This design comes from an exercise in tuning for small area and a short achievable clock period on the open sky130 flow, not from production work. Only simulation tests tie the RTL to the original design; equivalence was not proved. Power figures rest on the tool's default switching activity, not on a simulated workload.

## config.mk

```make
export PLATFORM = sky130hd
export DESIGN_NAME = cpuPipeline
export DESIGN_NICKNAME = cpuPipeline
export VERILOG_FILES = /design/flow/design.v
export SDC_FILE = /design/flow/constraint.sdc
export NUM_CORES = 4
export LEC_CHECK = 0
export CAP_MARGIN = 20
export CORE_MARGIN = 2
export CORE_UTILIZATION = 40
export SLEW_MARGIN = 20
```

## constraint.sdc

```tcl
create_clock -name core_clock -period 7.5 [get_ports {clk}]
set_input_delay 1.5000 -clock core_clock [delete_from_list [all_inputs] [get_ports {clk}]]
set_output_delay 1.5000 -clock core_clock [all_outputs]
set_load 0.01 [all_outputs]
```

## design.v

```verilog
package cpuPkg;
	localparam int instrWidth = 18;  
	localparam int regAddrWidth = 4;  
	localparam int regCount = 16;  
	localparam int opcodeMsb = 17;
	localparam int opcodeLsb = 12;
	localparam int a1Msb = 11;  
	localparam int a1Lsb = 8;
	localparam int a2Msb = 7;  
	localparam int a2Lsb = 4;
	localparam int immMsb = 3;  
	localparam int immLsb = 0;
	typedef logic [instrWidth-1:0] instr_t;
	typedef logic [regAddrWidth-1:0] regAddr_t;
	typedef enum logic [5:0] {
		opNop = 6'h00,
		opAdd = 6'h01,
		opSub = 6'h02,
		opAnd = 6'h03,
		opOr = 6'h04,
		opXor = 6'h05,
		opSlt = 6'h06,
		opAddi = 6'h07,  
		opMult = 6'h08,  
		opMfhi = 6'h09,
		opMflo = 6'h0A
	} opcode_t;
	typedef enum logic [2:0] {
		aluAdd = 3'd0,
		aluSub = 3'd1,
		aluAnd = 3'd2,
		aluOr = 3'd3,
		aluXor = 3'd4,
		aluSlt = 3'd5  
	} aluOp_t;
	typedef enum logic [1:0] {
		selAlu = 2'd0,
		selHi = 2'd1,
		selLo = 2'd2
	} resultSel_t;
endpackage
module registerFile #(
	parameter int dataWidth = 16
) (
	input logic clk,
	input logic rst,
	input cpuPkg::regAddr_t ra1,  
	input cpuPkg::regAddr_t ra2,  
	output logic [dataWidth-1:0] rd1,
	output logic [dataWidth-1:0] rd2,
	input logic we,  
	input cpuPkg::regAddr_t wa,
	input logic [dataWidth-1:0] wd
);
	logic [dataWidth-1:0] regs [cpuPkg::regCount];  
	always_ff @(posedge clk) begin
		if (rst) begin
			for (int i = 0; i < cpuPkg::regCount; i++) begin
				regs[i] <= '0;  
			end
		end else if (we) begin
			regs[wa] <= wd;
		end
	end
	always_comb begin
		rd1 = regs[ra1];
		rd2 = regs[ra2];
		if (we && (wa == ra1)) rd1 = wd;  
		if (we && (wa == ra2)) rd2 = wd;  
	end
endmodule
module aluUnit #(
	parameter int dataWidth = 16
) (
	input logic [dataWidth-1:0] a,
	input logic [dataWidth-1:0] b,
	input cpuPkg::aluOp_t aluOp,
	output logic [dataWidth-1:0] y
);
	logic less;  
	assign less = $signed(a) < $signed(b);
	always_comb begin
		case (aluOp)
			cpuPkg::aluAdd: begin
				y = a + b;  
			end
			cpuPkg::aluSub: begin
				y = a - b;
			end
			cpuPkg::aluAnd: begin
				y = a & b;
			end
			cpuPkg::aluOr: begin
				y = a | b;
			end
			cpuPkg::aluXor: begin
				y = a ^ b;
			end
			cpuPkg::aluSlt: begin
				y = {{(dataWidth-1){1'b0}}, less};
			end
			default: begin
				y = '0;  
			end
		endcase
	end
endmodule
module hiLoUnit #(
	parameter int dataWidth = 16
) (
	input logic clk,
	input logic rst,
	input logic we,  
	input logic [dataWidth-1:0] a,
	input logic [dataWidth-1:0] b,
	output logic [dataWidth-1:0] hi,
	output logic [dataWidth-1:0] lo
);
	logic [2*dataWidth-1:0] product;  
	assign product = a * b;
	always_ff @(posedge clk) begin
		if (rst) begin
			hi <= '0;
			lo <= '0;
		end else if (we) begin
			hi <= product[2*dataWidth-1:dataWidth];  
			lo <= product[dataWidth-1:0];  
		end
	end
endmodule
module decodeStage #(
	parameter int dataWidth = 16
) (
	input logic clk,
	input logic rst,
	input logic instrValid,  
	input cpuPkg::instr_t instr,
	input logic wbValid,  
	input cpuPkg::regAddr_t wbAddr,
	input logic [dataWidth-1:0] wbData,
	output logic exValid,
	output logic [dataWidth-1:0] exRd1,
	output logic [dataWidth-1:0] exRd2,
	output cpuPkg::regAddr_t exA1,  
	output cpuPkg::regAddr_t exA2,
	output logic [dataWidth-1:0] exImm,
	output cpuPkg::regAddr_t exWriteAddr,
	output logic exWriteEn,
	output logic exAluSrc,  
	output cpuPkg::aluOp_t exAluOp,
	output cpuPkg::resultSel_t exResultSel,
	output logic exHiLoWe
);
	cpuPkg::opcode_t opcode;
	cpuPkg::regAddr_t a1F, a2F, immF;  
	logic [dataWidth-1:0] rd1, rd2;
	cpuPkg::aluOp_t aluOp;
	cpuPkg::resultSel_t resultSel;
	logic aluSrc, writeEn, dstIsA2, hiLoWe;
	assign opcode = cpuPkg::opcode_t'(instr[cpuPkg::opcodeMsb:cpuPkg::opcodeLsb]);
	assign a1F = instr[cpuPkg::a1Msb:cpuPkg::a1Lsb];
	assign a2F = instr[cpuPkg::a2Msb:cpuPkg::a2Lsb];
	assign immF = instr[cpuPkg::immMsb:cpuPkg::immLsb];
	registerFile #(.dataWidth(dataWidth)) registerFile_i (
		.clk(clk), .rst(rst),
		.ra1(a1F), .ra2(a2F), .rd1(rd1), .rd2(rd2),
		.we(wbValid), .wa(wbAddr), .wd(wbData)
	);
	always_comb begin
		aluOp = cpuPkg::aluAdd;
		aluSrc = 1'b0;
		writeEn = 1'b0;
		dstIsA2 = 1'b0;  
		resultSel = cpuPkg::selAlu;
		hiLoWe = 1'b0;
		case (opcode)
			cpuPkg::opAdd: begin aluOp = cpuPkg::aluAdd; writeEn = 1'b1; end
			cpuPkg::opSub: begin aluOp = cpuPkg::aluSub; writeEn = 1'b1; end
			cpuPkg::opAnd: begin aluOp = cpuPkg::aluAnd; writeEn = 1'b1; end
			cpuPkg::opOr: begin aluOp = cpuPkg::aluOr; writeEn = 1'b1; end
			cpuPkg::opXor: begin aluOp = cpuPkg::aluXor; writeEn = 1'b1; end
			cpuPkg::opSlt: begin aluOp = cpuPkg::aluSlt; writeEn = 1'b1; end
			cpuPkg::opAddi: begin
				aluSrc = 1'b1;  
				writeEn = 1'b1;
				dstIsA2 = 1'b1;  
			end
			cpuPkg::opMult: hiLoWe = 1'b1;  
			cpuPkg::opMfhi: begin resultSel = cpuPkg::selHi; writeEn = 1'b1; end
			cpuPkg::opMflo: begin resultSel = cpuPkg::selLo; writeEn = 1'b1; end
			default: ;  
		endcase
	end
	always_ff @(posedge clk) begin
		if (rst) begin
			exValid <= 1'b0;
			exWriteEn <= 1'b0;
			exHiLoWe <= 1'b0;
		end else begin
			exValid <= instrValid;
			exWriteEn <= instrValid & writeEn;  
			exHiLoWe <= instrValid & hiLoWe;
		end
	end
	always_ff @(posedge clk) begin
		exRd1 <= rd1;
		exRd2 <= rd2;
		exA1 <= a1F;
		exA2 <= a2F;
		exImm <= {{(dataWidth-cpuPkg::regAddrWidth){1'b0}}, immF};  
		exWriteAddr <= dstIsA2 ? a2F : immF;
		exAluSrc <= aluSrc;
		exAluOp <= aluOp;
		exResultSel <= resultSel;
	end
endmodule
module executeStage #(
	parameter int dataWidth = 16
) (
	input logic clk,
	input logic rst,
	input logic exValid,
	input logic [dataWidth-1:0] exRd1,  
	input logic [dataWidth-1:0] exRd2,
	input cpuPkg::regAddr_t exA1,
	input cpuPkg::regAddr_t exA2,
	input logic [dataWidth-1:0] exImm,
	input cpuPkg::regAddr_t exWriteAddr,
	input logic exWriteEn,
	input logic exAluSrc,
	input cpuPkg::aluOp_t exAluOp,
	input cpuPkg::resultSel_t exResultSel,
	input logic exHiLoWe,
	output logic wbValid,  
	output cpuPkg::regAddr_t wbAddr,
	output logic [dataWidth-1:0] wbData
);
	logic [dataWidth-1:0] srcA, srcB;  
	logic [dataWidth-1:0] opB;  
	logic [dataWidth-1:0] aluY;
	logic [dataWidth-1:0] hi, lo;
	logic [dataWidth-1:0] result;
	always_comb begin
		srcA = exRd1;
		srcB = exRd2;
		if (wbValid && (wbAddr == exA1)) srcA = wbData;
		if (wbValid && (wbAddr == exA2)) srcB = wbData;
	end
	assign opB = exAluSrc ? exImm : srcB;  
	aluUnit #(.dataWidth(dataWidth)) aluUnit_i (
		.a(srcA),
		.b(opB),
		.aluOp(exAluOp),
		.y(aluY)
	);
	hiLoUnit #(.dataWidth(dataWidth)) hiLoUnit_i (
		.clk(clk),
		.rst(rst),
		.we(exHiLoWe),
		.a(srcA),
		.b(srcB),
		.hi(hi),
		.lo(lo)
	);
	always_comb begin
		case (exResultSel)
			cpuPkg::selHi: result = hi;  
			cpuPkg::selLo: result = lo;  
			default: result = aluY;
		endcase
	end
	always_ff @(posedge clk) begin
		if (rst) begin
			wbValid <= 1'b0;
		end else begin
			wbValid <= exValid & exWriteEn;  
		end
	end
	always_ff @(posedge clk) begin
		wbAddr <= exWriteAddr;
		wbData <= result;
	end
endmodule
module cpuPipeline #(
	parameter int dataWidth = 16
) (
	input logic clk,
	input logic rst,
	input logic instrValid,
	input cpuPkg::instr_t instr,
	output logic wbValid,
	output cpuPkg::regAddr_t wbAddr,
	output logic [dataWidth-1:0] wbData
);
	logic exValid;
	logic [dataWidth-1:0] exRd1, exRd2;
	cpuPkg::regAddr_t exA1, exA2;
	logic [dataWidth-1:0] exImm;
	cpuPkg::regAddr_t exWriteAddr;
	logic exWriteEn;
	logic exAluSrc;
	cpuPkg::aluOp_t exAluOp;
	cpuPkg::resultSel_t exResultSel;
	logic exHiLoWe;
	decodeStage #(.dataWidth(dataWidth)) decodeStage_i (
		.clk(clk), .rst(rst), .instrValid(instrValid), .instr(instr),
		.wbValid(wbValid), .wbAddr(wbAddr), .wbData(wbData),
		.exValid(exValid), .exRd1(exRd1), .exRd2(exRd2),
		.exA1(exA1), .exA2(exA2), .exImm(exImm),
		.exWriteAddr(exWriteAddr), .exWriteEn(exWriteEn),
		.exAluSrc(exAluSrc), .exAluOp(exAluOp),
		.exResultSel(exResultSel), .exHiLoWe(exHiLoWe)
	);
	executeStage #(.dataWidth(dataWidth)) executeStage_i (
		.clk(clk), .rst(rst),
		.exValid(exValid), .exRd1(exRd1), .exRd2(exRd2),
		.exA1(exA1), .exA2(exA2), .exImm(exImm),
		.exWriteAddr(exWriteAddr), .exWriteEn(exWriteEn),
		.exAluSrc(exAluSrc), .exAluOp(exAluOp),
		.exResultSel(exResultSel), .exHiLoWe(exHiLoWe),
		.wbValid(wbValid), .wbAddr(wbAddr), .wbData(wbData)
	);
endmodule
```

## run.sh

```bash
#!/bin/bash
# synth_recipe.tcl (not shown) runs the flow's synth.tcl, then flattens the netlist and writes it again
# the make line also repeats each setting of config.mk as NAME=value (left out here)
make -C /OpenROAD-flow-scripts/flow DESIGN_CONFIG=/design/flow/config.mk WORK_HOME=/design/flow/orfs CLKGATE_MAP_FILE= SYNTH_SCRIPT=/design/flow/synth_recipe.tcl finish
```

==> impl_metrics.py <==
metrics = {
    "finish": {
        "mostFrequentLayoutCells": "and2_1, edfxtp_1, inv_1",
        "drive_gt1_frac": 0.185,
        "num_antenna_cells": 0,
        "layoutNonFillerInstCount": 3517,
        "syn_to_final_growth_pct": 11.5,
        "nets": 2917,
        "layout_commonest_cell": "and2_1",
        "stdcell_area_um2": 31800,
    },
    "setup_path": {
        "required_ps": 7960,
        "rr_startpoint": "executeStage_i.wbAddr[0]$_DFF_P_",
        "rrSetupSlack_ps": 290,
        "cp-end-kind": "flop",
        "setup.worst_path.class": "reg2reg",
        "critPathArrivalTime_ps": 7670,
        "worst_r2r_path_depth": 24,
        "rr_endpoint": "executeStage_i.hiLoUnit_i.hi[15]$_SDFFE_PP0P_",
        "cp_max_fo": 16,
        "cp-start-kind": "flop",
    },
    "die": {
        "io_pins": 42,
        "core_um2": 70300,
        "die_width_um": 271,
        "fp.dieArea_um2": 73500,
        "start_util": 0.406,
        "die_h_um": 271,
        "num_rows": 97,
    },
    "clock_network": {
        "cts_sinks": 366,
        "htreeDepth": 2,
        "cts_inserted_buffers": 44,
        "clockRootBuffer": "clkbuf_16",
        "cts_buffer_depth": 3,
        "tritoncts": "done",
        "clk_pin_slew_ps": 60,
        "clock_latency_ps": 600,
    },
    "global_routing": {
        "grt_pass1_wl_um": 131000,
        "grt_pass1_vias": 20500,
        "grt_max_degree": 67,
        "gr-total-overflow": 0,
        "grt_antenna_before_repair": 2,
        "grt_use_total": 0.237,
    },
    "sta": {
        "min_period_ps": 7210,
        "finalCritPeriodShare": 0.961,
        "skew_ps": 37.1,
        "hold_violations": 0,
        "relSlewSlack": 0.244,
        "worstMarginPinSlew_ps": 1120,
        "whs_ps": 325,
        "fmax_mhz": 139,
        "setup_viol": 0,
        "tns_ps": 0,
        "drv_slew": 0,
    },
    "power": {
        "p_per_area_nw_per_um2": 312,
        "max-vdd-ir-drop_v": 0.000272,
        "p_leak_nw": 13.0,
        "design_power_total_mw": 9.91,
    },
    "place": {
        "dpl.hpwl_um": 63900,
        "port-buffer-count": 41,
        "place_congestion": 0.964,
        "dp_cells": 3430,
        "placed_area_um2": 30200,
    },
    "drt": {
        "avgViaCountPerCell": 5.57,
        "dr_total_vias": 19600,
        "drc_errors": 0,
        "drtIter0Drc": 1682,
        "routed_wirelength_um": 85900,
        "postRouteAntennaNets": 0,
        "routedWlPerCell_um": 24.4,
        "drt-pass1-iter-count": 5,
    },
    "worst_hold_path": {
        "hold_path_depth": 0,
        "worstHoldStart": "decodeStage_i.exWriteAddr[2]$_DFF_P_",
        "min_to": "executeStage_i.wbAddr[2]$_DFF_P_",
        "hold_class": "reg2reg",
    },
    "synthesis": {
        "syn_inst": 2511,
        "netlist_area_um2": 28500,
        "synth_cell_types": 88,
        "yosysTopAreaCellShare": 0.269,
        "ys_warn_count": 5,
        "synth.net_count": 2887,
        "syn_avg_cell_area_um2": 11.4,
        "netlist_top_cells_area": "edfxtp_1, fa_1, mux4_2",
        "yosysTopAreaCell": "edfxtp_1",
        "async_reset_ff_frac": 0,
        "synth_seq_cells": 366,
        "synth_edf_count": 256,
        "synth-main-ff-cell": "edfxtp_1",
        "yosysSeqAreaShare": 0.347,
    },
    "run": {
        "drv_cap": 0,
    },
    "run_status": {
        "status": "finished clean",
    },
}
-- Yosys cell counts (all sizes together), types with 5 or more instances --
library cell  instances
inv                 275
and2                261
edfxtp              256
fa                  196
nor2                196
nand2               182
mux4                160
ha                  159
clkbuf              110
dfxtp               110
mux2                 69
a21oi                60
buf                  52
o21ai                44
mux2i                38
nand2b               33
xnor2                26
or2                  25
xor2                 21
a211oi               19
a21o                 18
nor3                 15
nand3                12
a31oi                11
nor2b                11
o211ai               11
o22ai                11
a221oi                9
a22oi                 9
nor3b                 9
o21bai                8
a211o                 7
nor4                  7
and3                  6
nand3b                5
o311ai                5
-- logic make-up after synthesis --
| group | share of synthesized area |
|---|---|
| flops | 0.347 |
| compound gates | 0.0624 |
| buf+inv | 0.0610 |
| mux | 0.167 |
| fa+ha+maj | 0.207 |
| simple gates | 0.141 |
| xor+xnor | 0.0144 |
-- per-layer routing --
metal,vias to the layer above,global-route usage,wire [µm]
met1,9997,0.323,37000
met2,707,0.394,41100
met5,-,0,19
met4,2,0.0656,2350
li1,8725,-,-
met3,146,0.0334,5390
-- per-stage QoR --
| step | utilization | worst slack (ps) |
|---|---|---|
| 4_1_cts | 0.451 | 70.7 |
| 2_1_floorplan | - | 281 |
| 3_3_place_gp | 0.430 | 239 |
| 3_5_place_dp | 0.430 | 86.3 |
| 6_report | 0.452 | 293 |
| 5_1_grt | 0.452 | -21.9 |
-- worst max-delay path, cell delays in order, from the launching register on --
cell and delay (ps):
dfxtp_2 370, xor2_1 200, nor4_4 340, buf_12 210
mux2_2 430, inv_2 190, nor2_1 100, fa_1 510
inv_1 50, fa_1 460, fa_1 570, inv_1 90
fa_1 450, fa_1 520, inv_1 50, fa_1 470
inv_1 40, ha_1 380, a21o_1 190, a21o_1 190
a2111o_1 440, o221ai_4 270, o31ai_2 110, a211o_1 310
o311a_1 120
-- state kept, by name (all words and copies together), names as in the netlist, 2 cells and up --
| register | cells |
|---|---|
| decodeStage_i.exResultSel | 2 |
| decodeStage_i.exRd1 | 16 |
| executeStage_i.hiLoUnit_i.hi | 16 |
| decodeStage_i.exWriteAddr | 4 |
| executeStage_i.wbAddr | 4 |
| executeStage_i.wbData | 16 |
| decodeStage_i.exAluOp | 3 |
| decodeStage_i.exImm | 4 |
| decodeStage_i.exA1 | 4 |
| decodeStage_i.exRd2 | 16 |
| decodeStage_i.registerFile_i.regs | 256 |
| executeStage_i.hiLoUnit_i.lo | 16 |
| decodeStage_i.exA2 | 4 |
-- area by class of cell --
cell class | count | area, µm²
Fill cell | 6502 | 38500
Multi-Input combinational cell | 1707 | 17000
Sequential cell | 366 | 9890
Clock buffer | 61 | 1260
Timing Repair Buffer | 147 | 1250
Tap cell | 940 | 1180
Inverter | 275 | 1030
Clock inverter | 21 | 220
-- how the worst max path moves through the flow --
| stage | from | to | slack (ps) | cells after the start |
|---|---|---|---|---|
| final | executeStage_i.wbAddr[0]$_DFF_P_ | executeStage_i.hiLoUnit_i.hi[15]$_SDFFE_PP0P_ | 290 | 24 |
| after global routing | executeStage_i.wbAddr[0]$_DFF_P_ | executeStage_i.hiLoUnit_i.hi[15]$_SDFFE_PP0P_ | -20 | 23 |
| after CTS | executeStage_i.wbAddr[0]$_DFF_P_ | executeStage_i.hiLoUnit_i.hi[15]$_SDFFE_PP0P_ | 70 | 23 |
| after detailed placement | executeStage_i.wbAddr[0]$_DFF_P_ | executeStage_i.hiLoUnit_i.hi[15]$_SDFFE_PP0P_ | 90 | 23 |
| after global placement | executeStage_i.wbAddr[0]$_DFF_P_ | executeStage_i.hiLoUnit_i.hi[15]$_SDFFE_PP0P_ | 240 | 24 |
| after floorplan | executeStage_i.wbAddr[1]$_DFF_P_ | executeStage_i.hiLoUnit_i.hi[15]$_SDFFE_PP0P_ | 280 | 27 |
-- timing repair --
action,in CTS,in global routing
setup buffers,0,4
setup endpoints to repair,0,11
resized for setup,0,12
hold buffers,0,0
-- power by group --
part	switching (mW)	internal (mW)	total (mW)	leakage [nW]
sequential	0.0762	2.27	2.35	3.55
clock	0.929	1.25	2.18	0.722
combinational	3.30	2.08	5.38	8.74
total	4.31	5.60	9.91	13.0

## what the ideal ports hide
Ports are ideal in the flow. The routed layout listed here was re-timed in OpenROAD.
Step 1: set_driving_cell puts a clkbuf_16 on clk and a buf_2 on each other input, an assumption about the parent block.
Step 2 adds t to the input delays and takes it off the output delays; t is the mean of the earliest and latest rising clock arrival at the registers after step 1. Input paths then give back, and output paths get back, about the clock's delay inside the block.
Slacks: ideal ports / drivers / drivers and shift; pairs: ideal ports / drivers.
t, ns: 0.649
setup WS [ns]: 0.293 / 0.293 / 0.293
worst hold slack (ns): 0.325 / 0.325 / 0.325
After both steps this run still meets setup and hold. For this run, drivers alone change the setup slack by 0.000 ns; drivers and shift together by 0.000 ns.
